This is an optimization exercise on Yosys and OpenROAD, whose aim is small area, a short achievable clock period and few clock cycles, not a production implementation. Function was checked by simulation only, so behaviour that the tests miss may differ from the original. Power is estimated from default activity; no workload was simulated.

Design rv_top, start of the top module:
module rv_top (
    input  logic        clk,
    input  logic        reset,
    output logic        wb_cyc,
    output logic        wb_stb,
    output logic        wb_we,
    output logic [31:0] wb_adr,
    output logic [31:0] wb_dat_w,
    output logic [3:0]  wb_sel,
    input  logic [31:0] wb_dat_r,
    input  logic        wb_ack,
    output logic        halted
);
Size in the first run: roughly 4800 cells after synthesis, about 110 I/O pins, ~62000 µm² of cells after synthesis.
==> flow/config.mk <==
export PLATFORM = sky130hd
export DESIGN_NAME = rv_top
export DESIGN_NICKNAME = rv_top
export VERILOG_FILES = /design/flow/design.v
export SDC_FILE = /design/flow/constraint.sdc
export NUM_CORES = 4
export LEC_CHECK = 0
export CAP_MARGIN = 20
export CORE_MARGIN = 2
export CORE_UTILIZATION = 40
export SLEW_MARGIN = 20
export SYNTH_HIERARCHICAL = 1
export SETUP_SLACK_MARGIN = 9
export TNS_END_PERCENT = 0
export SKIP_GATE_CLONING = 1
export CTS_CLUSTER_SIZE = 20
export CTS_CLUSTER_DIAMETER = 70
export BUFFER_PORTS_ARGS = -buffer_cell sky130_fd_sc_hd__buf_2
==> flow/constraint.sdc <==
create_clock -name core_clock -period 14.0 [get_ports {clk}]
set_input_delay 2.8000 -clock core_clock [delete_from_list [all_inputs] [get_ports {clk}]]
set_output_delay 2.8000 -clock core_clock [all_outputs]
set_load 0.01 [all_outputs]
standard.sh (not shown) runs the stock make flow with config.mk's settings and CLKGATE_MAP_FILE= SYNTH_SCRIPT=/design/flow/synth_recipe.tcl, a recipe that flattens the netlist after the stock synthesis.
==> flow/flow/run.sh <==
#!/bin/bash
# Standard layout (the standard.sh, unchanged synthesis), with:
# - timing repair aimed below the clock period: repair_timing works on the
#   worst path towards the setup margin set here (no gate cloning), so the
#   achieved period (period less setup slack) shrinks;
# - clock tree sinks clustered a little more than by default;
# - ports buffered with buf_2 instead of the default port buffer.
# Clock period, I/O delays and loads are the design's, unchanged.
set -o pipefail
cat >> config.mk <<'CFG'
export SETUP_SLACK_MARGIN = 9
export TNS_END_PERCENT = 0
export SKIP_GATE_CLONING = 1
export CTS_CLUSTER_SIZE = 20
export CTS_CLUSTER_DIAMETER = 70
export BUFFER_PORTS_ARGS = -buffer_cell sky130_fd_sc_hd__buf_2
CFG
bash standard.sh > standard.log 2>&1
Testbench counts at the start, summed over its fixed seeds: cycles 143,241.
==> next run, changes <==
--- a/flow/design.v
+++ b/flow/design.v
@@ -76,13 +76,13 @@
 );
     assign y_n = !((d[0] && s[0]) || (d[1] && s[1]) || (d[2] && s[2]));
 endmodule
 module rv_rf_port (
     input  rv_pkg::reg_addr_t raddr,
     input  logic [31:0][31:0] q,
-    output logic [2:0][31:0]  rpart      
+    output rv_pkg::word_t     rdata
 );
     logic [32:0] s;
     logic [31:0][10:0] y_n;
     always_comb begin
         for (int i = 0; i < 32; i++) s[i] = (raddr == 5'(i)) && (i != 0);
         s[32] = 1'b0;
@@ -94,23 +94,21 @@
             rv_rf_sel3 u_sel (
                 .d   (d),
                 .s   (s[3*k+2:3*k]),
                 .y_n (y_n[b][k])
             );
         end
-        assign rpart[0][b] = !(&y_n[b][3:0]);
-        assign rpart[1][b] = !(&y_n[b][7:4]);
-        assign rpart[2][b] = !(&y_n[b][10:8]);
+        assign rdata[b] = !(&y_n[b]);
     end
 endmodule
 module rv_regfile (
     input  logic              clk,
     input  rv_pkg::reg_addr_t raddr1,
     input  rv_pkg::reg_addr_t raddr2,
-    output logic [2:0][31:0]  rpart1,    
-    output logic [2:0][31:0]  rpart2,    
+    output rv_pkg::word_t     rdata1,
+    output rv_pkg::word_t     rdata2,
     input  logic              we,       
     input  logic              we_ack,   
     input  logic              ack,
     input  rv_pkg::reg_addr_t waddr,
     input  rv_pkg::word_t     wdata
 );
@@ -124,14 +122,14 @@
         end
     end
     always_comb begin
         q[0] = '0;
         for (int i = 1; i < 32; i++) q[i] = regs[i];
     end
-    rv_rf_port u_rd1 (.raddr (raddr1), .q (q), .rpart (rpart1));
-    rv_rf_port u_rd2 (.raddr (raddr2), .q (q), .rpart (rpart2));
+    rv_rf_port u_rd1 (.raddr (raddr1), .q (q), .rdata (rdata1));
+    rv_rf_port u_rd2 (.raddr (raddr2), .q (q), .rdata (rdata2));
 endmodule
 `default_nettype wire
 `timescale 1ns/1ps
 `default_nettype none
 module rv_execute (
     input  rv_pkg::word_t op_a,
@@ -142,12 +140,14 @@
     input  logic [2:0]    f3,
     input  logic          arith,      
     input  logic          alu_en,     
     input  logic          sel_lui,
     input  logic          sel_auipc,
     input  logic          sel_link,
+    input  logic          sel_load,   
+    input  rv_pkg::word_t load_data,
     input  rv_pkg::word_t imm_u,
     input  rv_pkg::word_t tgt,
     input  rv_pkg::word_t link,
     output rv_pkg::word_t sum,        
     output rv_pkg::word_t result,     
     output logic          take        
@@ -188,13 +188,14 @@
                   | (x            & {32{sel[4]}})
                   | (shr          & {32{sel[5]}})
                   | ((op_a | op_b) & {32{sel[6]}})
                   | ((op_a & op_b) & {32{sel[7]}})
                   | (imm_u        & {32{sel_lui}})
                   | (tgt          & {32{sel_auipc}})
-                  | (link         & {32{sel_link}});
+                  | (link         & {32{sel_link}})
+                  | (load_data    & {32{sel_load}});
     always_comb begin
         unique case (f3[2:1])
             2'b00:   take = beq;
             2'b10:   take = blt;
             2'b11:   take = bltu;
             default: take = 1'b0;
@@ -314,24 +315,21 @@
         .use_imm   (f_use_imm),
         .sub       (f_sub),
         .imm       (),
         .imm_t     ()
     );
     rv_pkg::word_t rs1_data, rs2_data;
-    logic [2:0][31:0] rpart1, rpart2;
-    assign rs1_data = rpart1[0] | rpart1[1] | rpart1[2];
-    assign rs2_data = rpart2[0] | rpart2[1] | rpart2[2];
     logic          rf_we, rf_we_ack;
     logic [4:0]    rf_waddr;
     rv_pkg::word_t rf_wdata;
     rv_regfile u_regfile (
         .clk    (clk),
         .raddr1 (wb_rsp.dat_r[19:15]),
         .raddr2 (wb_rsp.dat_r[24:20]),
-        .rpart1 (rpart1),
-        .rpart2 (rpart2),
+        .rdata1 (rs1_data),
+        .rdata2 (rs2_data),
         .we     (rf_we),
         .we_ack (rf_we_ack),
         .ack    (bus_ack),
         .waddr  (rf_waddr),
         .wdata  (rf_wdata)
     );
@@ -349,12 +347,14 @@
         .f3        (f3),
         .arith     (ir[30]),
         .alu_en    (!mem && (is_op || is_opimm)),
         .sel_lui   (!mem && is_lui),
         .sel_auipc (!mem && is_auipc),
         .sel_link  (!mem && (is_jal || is_jalr)),
+        .sel_load  (mem),
+        .load_data (load_data),
         .imm_u     (imm_t),
         .tgt       (tgt),
         .link      ({xpc4, 2'b00}),
         .sum       (sum),
         .result    (result),
         .take      (take)
@@ -377,15 +377,13 @@
         .bus_rdata  (wb_rsp.dat_r),
         .load_data  (load_data)
     );
     assign rf_we     = !mem && v && writes_rd && !needs_ack;
     assign rf_we_ack = mem ? !we : (v && writes_rd && needs_ack);
     assign rf_waddr = mem ? ld_rd : rd;
-    rv_pkg::word_t wval;
-    assign wval     = result | (load_data & {32{mem}});
-    assign rf_wdata = wval;
+    assign rf_wdata = result;
     rv_pkg::word_t fi;
     logic          fpred;
     logic [31:2]   fimm;
     logic [31:2]   fsum;
     logic [31:2]   fpc4;
     logic [31:2]   next_adr;
@@ -468,18 +466,18 @@
             ftgt      <= fsum;
             x_use_imm <= f_use_imm;
             x_sub     <= f_sub;
             x_imm_lo  <= (wb_rsp.dat_r[6:2] == 5'b01000) ? wb_rsp.dat_r[11:7] : wb_rsp.dat_r[24:20];
         end
         if (!mem && bus_ack) begin
-            opa <= fwd1 ? wval : rs1_data;
-            opb <= fwd2 ? wval : rs2_data;
+            opa <= fwd1 ? result : rs1_data;
+            opb <= fwd2 ? result : rs2_data;
         end
         if (mem && bus_ack && !we) begin
-            if (lfwd1) opa <= wval;
-            if (lfwd2) opb <= wval;
+            if (lfwd1) opa <= result;
+            if (lfwd2) opb <= result;
         end
         if (!mem && bus_ack && v) begin
             dat_w <= st_data;
             lane  <= sum[1:0];
             ld_rd <= rd;
             ld_f3 <= f3;
Result: Synthesized cell count went down by 1.1%; routed wire length went down by 0.84%; design area went down by 0.94%; count of clock-buffer cells in the layout went down by 1; die area went down by 0.97%; worst setup slack is worse by 0.15 ns; total power went down by 0.75%; global-route usage went down by 0.15 points; final cell count stays flat.
Testbench counts after the change, summed over its fixed seeds: cycles 143,241.

## static timing again, ports no longer ideal
The flow's constraints put no driver on any port. The routed layouts listed below were extracted and timed again, unchanged, in two steps.
Step 1: set_driving_cell puts a clkbuf_16 on clk and a buf_2 on each other input, an assumption about the parent block.
Step 2 times the ports against the registers' clock, not the clock port: input delays grow and output delays shrink by t, the midpoint of the rising clock arrivals with the driver on.
a / b / c = ideal / step 1 / step 2; a / b = the first two.
run	t (ns)	setup slack, ns	hold slack, ns
the first run	0.827	8.752 / 8.796 / 7.969	0.582 / 0.582 / 0.582
the second run	0.805	8.602 / 8.662 / 7.857	0.555 / 0.555 / 0.555
After both steps every run listed still meets setup and hold. The setup slack of the first run, which loses most, moves by +0.044 ns with the drivers and by -0.783 ns with both steps.
